What follows belongs to an exercise in optimizing a design on an open flow for a short achievable clock period and few clock cycles per item; a production flow would make more cautious choices. In this exercise RTL edits were held to simulation tests only and were not proved equivalent to the original. Power is estimated from default activity; no workload was simulated.

fjord:
## gpio_bus_slave
module gpio_bus_slave (
	input  logic                                BUS,
	input  logic                                reset,
	input  logic                                valid,
	input  logic                                rnw,
	input  gpio_bus_pkg::addr_t                 addr,
	input  gpio_bus_pkg::data_t                 write_data,
	input  gpio_bus_pkg::gpio_vec_t             gp_ip,
	output logic                                ready,
	output logic                                error,
	output gpio_bus_pkg::data_t                 read_data,
	output gpio_bus_pkg::gpio_vec_t             gp_op,
	output logic [gpio_bus_pkg::WORD_COUNT-1:0] gp_op_valid
);
For scale: about 300 flip-flops, roughly 620 I/O pins.
Settings: LEC_CHECK=0, CAP_MARGIN=20, CORE_MARGIN=2, CORE_UTILIZATION=48, SETUP_SLACK_MARGIN=2.6, SLEW_MARGIN=20, SYNTH_HIERARCHICAL=1, SYNTH_MINIMUM_KEEP_SIZE=0; clock period 4.0 ns.
standard.sh (not shown) runs the stock make flow with config.mk's settings and CLKGATE_MAP_FILE= SYNTH_SCRIPT=/design/flow/synth_recipe.tcl, a recipe that flattens the netlist after the stock synthesis.
==> flow/flow/run.sh <==
#!/bin/bash
# The standard synthesis and layout, except that timing repair may resize a
# cell to any drive strength (sky130hd otherwise only swaps cells of the same
# width before routing).
set -euo pipefail
bash standard.sh synth > synth.log 2>&1
bash standard.sh MATCH_CELL_FOOTPRINT=0 finish > layout.log 2>&1
Every stage of the flow completed for fjord, and the final layout passed the timing, design-rule and antenna checks.
Testbench counts of fjord, summed over its fixed seeds: cycles 9,600, items 4,800.
Setup changes, fjord to raven
Settings: changing CORE_UTILIZATION from 48 to 40.
--- outcome ---
raven: PASS, flow complete, no timing, DRC or antenna violations. fjord went all the way through the flow, and no timing, DRC or antenna check failed. fjord reports its top routing layer in use as met5 while raven reports met4. primary input to register as the critical path class was reported by fjord, and register to primary output by raven. | combinational power | lower: fjord |. Compared with fjord, in raven row count went up; setup slack went up; sum of routed wire length over all layers went down.
What cedar does differently from raven at the input level:
Settings: PLACE_DENSITY: unset -> 0.7.
--- outcome ---
Looking at first-pass GRT wire length, cedar sits below raven.
Detailed-routed wire length on met3 (cedar vs. raven) decreases by more than 10%
cedar vs raven — part of the total power dissipated in combinational logic dropped 0.4 points.
Diff raven -> cedar: total number of nets in the final design now sits lower, cell count after placement now sits at about the same level, ratio of routed vias to standard cells now sits higher.
raven → cedar: summed area of non-filler cells in the final layout decreased 0.0012 sq mm; effective utilization at floorplan essentially unchanged.
Reported for cedar and raven, floorplan core area turned out identical to the last digit.
Compared to raven, the routing of cedar uses less wire.
Setup changes, cedar to pepper
Settings: changing CORE_UTILIZATION from 40 to 45; removing PLACE_DENSITY (formerly 0.7).
## What came out
pepper reached the final stage; the timing, design-rule and antenna checks on its layout passed.
[compare] base=cedar new=pepper: area added between synthesis and finish rose by 2.7 points, share of power burned in combinational logic stayed essentially flat.
As far as clock insertion delay at the later pin of the skew report is concerned, pepper and cedar perform about the same.
pepper -> cedar: power of the sequential group flat
pepper — critical path depth 2 lower, cedar as reference
Start point of the critical path = addr[5]: cedar; start point of the critical path = addr[1]: pepper
[inputs] quartz vs pepper
Settings: changing SETUP_SLACK_MARGIN from 2.6 to 2.3; changing CORE_UTILIZATION from 45 to 40.
Findings:
- All of pepper and quartz finish clean.
- quartz vs pepper — mean routed wirelength per cell dropped about 6%.
- quartz vs. pepper: wire length -2500 um, clock skew -3.8 ps.
- Taking pepper as the reference point, the combined global-route utilization of all metal layers of quartz falls by 3.9 points.
- Re power: pepper and quartz aren't equal, and the lower value belongs to pepper.
- Comparing pepper and quartz, the higher remaining max-slew budget at the tightest pin is on pepper.
- The design area in quartz sits 390 sq um above the value recorded for pepper.
Relative to quartz, the following input files were edited for nickel:
Settings: changing SETUP_SLACK_MARGIN from 2.3 to 2.6.
==> flow/run.sh (new file) <==
#!/bin/bash
# synth_recipe.tcl (not shown) runs the flow's synth.tcl, then flattens the netlist and writes it again
# the make line also repeats each setting of config.mk as NAME=value (left out here)
make -C /OpenROAD-flow-scripts/flow DESIGN_CONFIG=/design/flow/config.mk WORK_HOME=/design/flow/orfs CLKGATE_MAP_FILE= SYNTH_SCRIPT=/design/flow/synth_recipe.tcl finish
removed: flow/flow/run.sh
removed: flow/standard.sh
Notes after the runs:
Status: design area parity (quartz, nickel)
nickel vs. quartz: area of all sequential standard cells went up by 0.31%.
Proportion of power drawn by flip-flops and latches (higher): nickel
Of nickel and quartz, nickel shows the lower delay contributed by the slowest stage of the critical path, with quartz above it.
Against quartz, clock buffer count in the final layout in nickel rose by a few percent.
In the metrics for nickel and quartz, the one carrying the higher worst setup slack is quartz.
On area growth from synthesis to final layout, quartz tracks nickel almost exactly.
nickel against quartz: final cell count has remained practically unchanged; sequential portion of the cell area has remained practically unchanged.
The run showing the smaller final wirelength is quartz.

gpio_bus_slave, a different RTL version from the one above (not shown whole).
Size: about 1600 cells after synthesis, roughly 300 flip-flops, ~620 I/O pins.
Design gpio_bus_slave, start of the top module:
module gpio_bus_slave (
	input  logic                                BUS,
	input  logic                                reset,
	input  logic                                valid,
	input  logic                                rnw,
	input  gpio_bus_pkg::addr_t                 addr,
	input  gpio_bus_pkg::data_t                 write_data,
	input  gpio_bus_pkg::gpio_vec_t             gp_ip,
	output logic                                ready,
	output logic                                error,
	output gpio_bus_pkg::data_t                 read_data,
	output gpio_bus_pkg::gpio_vec_t             gp_op,
	output logic [gpio_bus_pkg::WORD_COUNT-1:0] gp_op_valid
);
clock: 4.0 ns
lec_check: 0
cap_margin: 20
core_margin: 2
core_utilization: 40
setup_slack_margin: 2.6
slew_margin: 20
synth_hierarchical: 1
synth_minimum_keep_size: 0
tns_end_percent: 10
run.sh (not shown) runs the stock make flow with config.mk's settings and CLKGATE_MAP_FILE= SYNTH_SCRIPT=/design/flow/synth_recipe.tcl, a recipe that flattens the netlist after the stock synthesis.
Stock flow here: none of the scripts above is used.
Testbench counts at the start, summed over its fixed seeds: cycles 9,600, items 4,800.
Next try:
TNS_END_PERCENT = not set   (was 10)
The changed run ran to the end with no violations; cell area is higher by 16%; utilization rose by 10 points; synthesized cell count does not change.

gpio_bus_slave, a different RTL version from the one above (not shown whole).
Size: ~300 flip-flops, roughly 620 I/O pins, ~0.016 mm^2 of cells after synthesis.
## gpio_bus_slave
module gpio_bus_slave (
	input  logic                                BUS,
	input  logic                                reset,
	input  logic                                valid,
	input  logic                                rnw,
	input  gpio_bus_pkg::addr_t                 addr,
	input  gpio_bus_pkg::data_t                 write_data,
	input  gpio_bus_pkg::gpio_vec_t             gp_ip,
	output logic                                ready,
	output logic                                error,
	output gpio_bus_pkg::data_t                 read_data,
	output gpio_bus_pkg::gpio_vec_t             gp_op,
	output logic [gpio_bus_pkg::WORD_COUNT-1:0] gp_op_valid
);
==> flow/config.mk <==
export PLATFORM = sky130hd
export DESIGN_NAME = gpio_bus_slave
export DESIGN_NICKNAME = gpio_bus_slave
export VERILOG_FILES = /design/flow/design.v
export SDC_FILE = /design/flow/constraint.sdc
export NUM_CORES = 4
export LEC_CHECK = 0
export CAP_MARGIN = 20
export CORE_MARGIN = 2
export CORE_UTILIZATION = 40
export SETUP_SLACK_MARGIN = 2.6
export SLEW_MARGIN = 20
export SYNTH_HIERARCHICAL = 1
export SYNTH_MINIMUM_KEEP_SIZE = 0
==> flow/constraint.sdc <==
create_clock -name core_clock -period 4.0 [get_ports {BUS}]
set_input_delay 0.8000 -clock core_clock [delete_from_list [all_inputs] [get_ports {BUS}]]
set_output_delay 0.8000 -clock core_clock [all_outputs]
set_load 0.01 [all_outputs]
standard.sh (not shown) runs the stock make flow with config.mk's settings and CLKGATE_MAP_FILE= SYNTH_SCRIPT=/design/flow/synth_recipe.tcl, a recipe that flattens the netlist after the stock synthesis.
==> flow/flow/run.sh <==
#!/bin/bash
# The standard synthesis and layout, except that timing repair may resize a
# cell to any drive strength (sky130hd otherwise only swaps cells of the same
# width before routing).
set -euo pipefail
bash standard.sh synth > synth.log 2>&1
bash standard.sh MATCH_CELL_FOOTPRINT=0 finish > layout.log 2>&1
The first run went through all stages and came out clean.
Testbench counts at the start, summed over its fixed seeds: cycles 9,600, items 4,800.
Rerun with:
==> flow/run.sh (new file) <==
#!/bin/bash
# synth_recipe.tcl (not shown) runs the flow's synth.tcl, then flattens the netlist and writes it again
# the make line also repeats each setting of config.mk as NAME=value (left out here)
make -C /OpenROAD-flow-scripts/flow DESIGN_CONFIG=/design/flow/config.mk WORK_HOME=/design/flow/orfs CLKGATE_MAP_FILE= SYNTH_SCRIPT=/design/flow/synth_recipe.tcl finish
removed: flow/flow/run.sh
removed: flow/standard.sh
What happened:
- The new run passed the timing, design-rule and antenna checks
- sequential power is about the same
- power stays flat
- wire length rises by 0.36%
- worst setup slack gains 0.041 ns
- clock skew barely changes
- utilization stays flat
- count of clock-buffer cells in the layout does not change
- cell count stays flat
- sequential share of layout area hardly moves
- fmax increases by 2.2%
- die area stays the same

==> separate check: timing with driven ports <==
In the flow no input, the clock included, has a driving cell. The finished layouts below were timed again as built, in two steps. Step 1 sets driving cells, clkbuf_16 on the clock port and buf_2 on the other inputs (assumed; they add their load-dependent delay and slew). Step 2 also shifts input and output timing later by t, the mid clock arrival at the registers, as if the neighbouring blocks saw the same clock. Slacks: ideal / step 1 / step 2; pairs: ideal / step 1.
| run | t (ns) | setup slack, ns | worst data-port slew with drivers (ns) | pins driven straight from the clock port |
|---|---|---|---|---|
| fjord | 0.575 | 1.893 / 1.873 / 1.298 | 0.29 | 1 |
| raven | 0.577 | 2.182 / 2.051 / 1.474 | 0.30 | 1 |
| cedar | 0.575 | 2.124 / 2.079 / 1.505 | 0.27 | 1 |
| pepper | 0.564 | 1.869 / 1.848 / 1.285 | 0.25 | 1 |
| quartz | 0.583 | 2.184 / 2.052 / 1.468 | 0.29 | 1 |
| nickel | 0.575 | 2.172 / 1.991 / 1.417 | 0.34 | 1 |
| the first run of note 2 | 0.570 | 1.908 / 1.912 / 1.370 | 0.28 | 1 |
| the second run of note 2 | 0.573 | 1.895 / 1.900 / 1.327 | 0.17 | 1 |
| the first run of note 3 | 0.571 | 2.036 / 2.010 / 1.439 | 0.18 | 1 |
| the second run of note 3 | 0.571 | 2.078 / 2.010 / 1.440 | 0.13 | 1 |
After both steps every run listed still meets setup and hold. The setup slack of nickel, which loses most, moves by -0.181 ns with the drivers and by -0.755 ns with both steps.
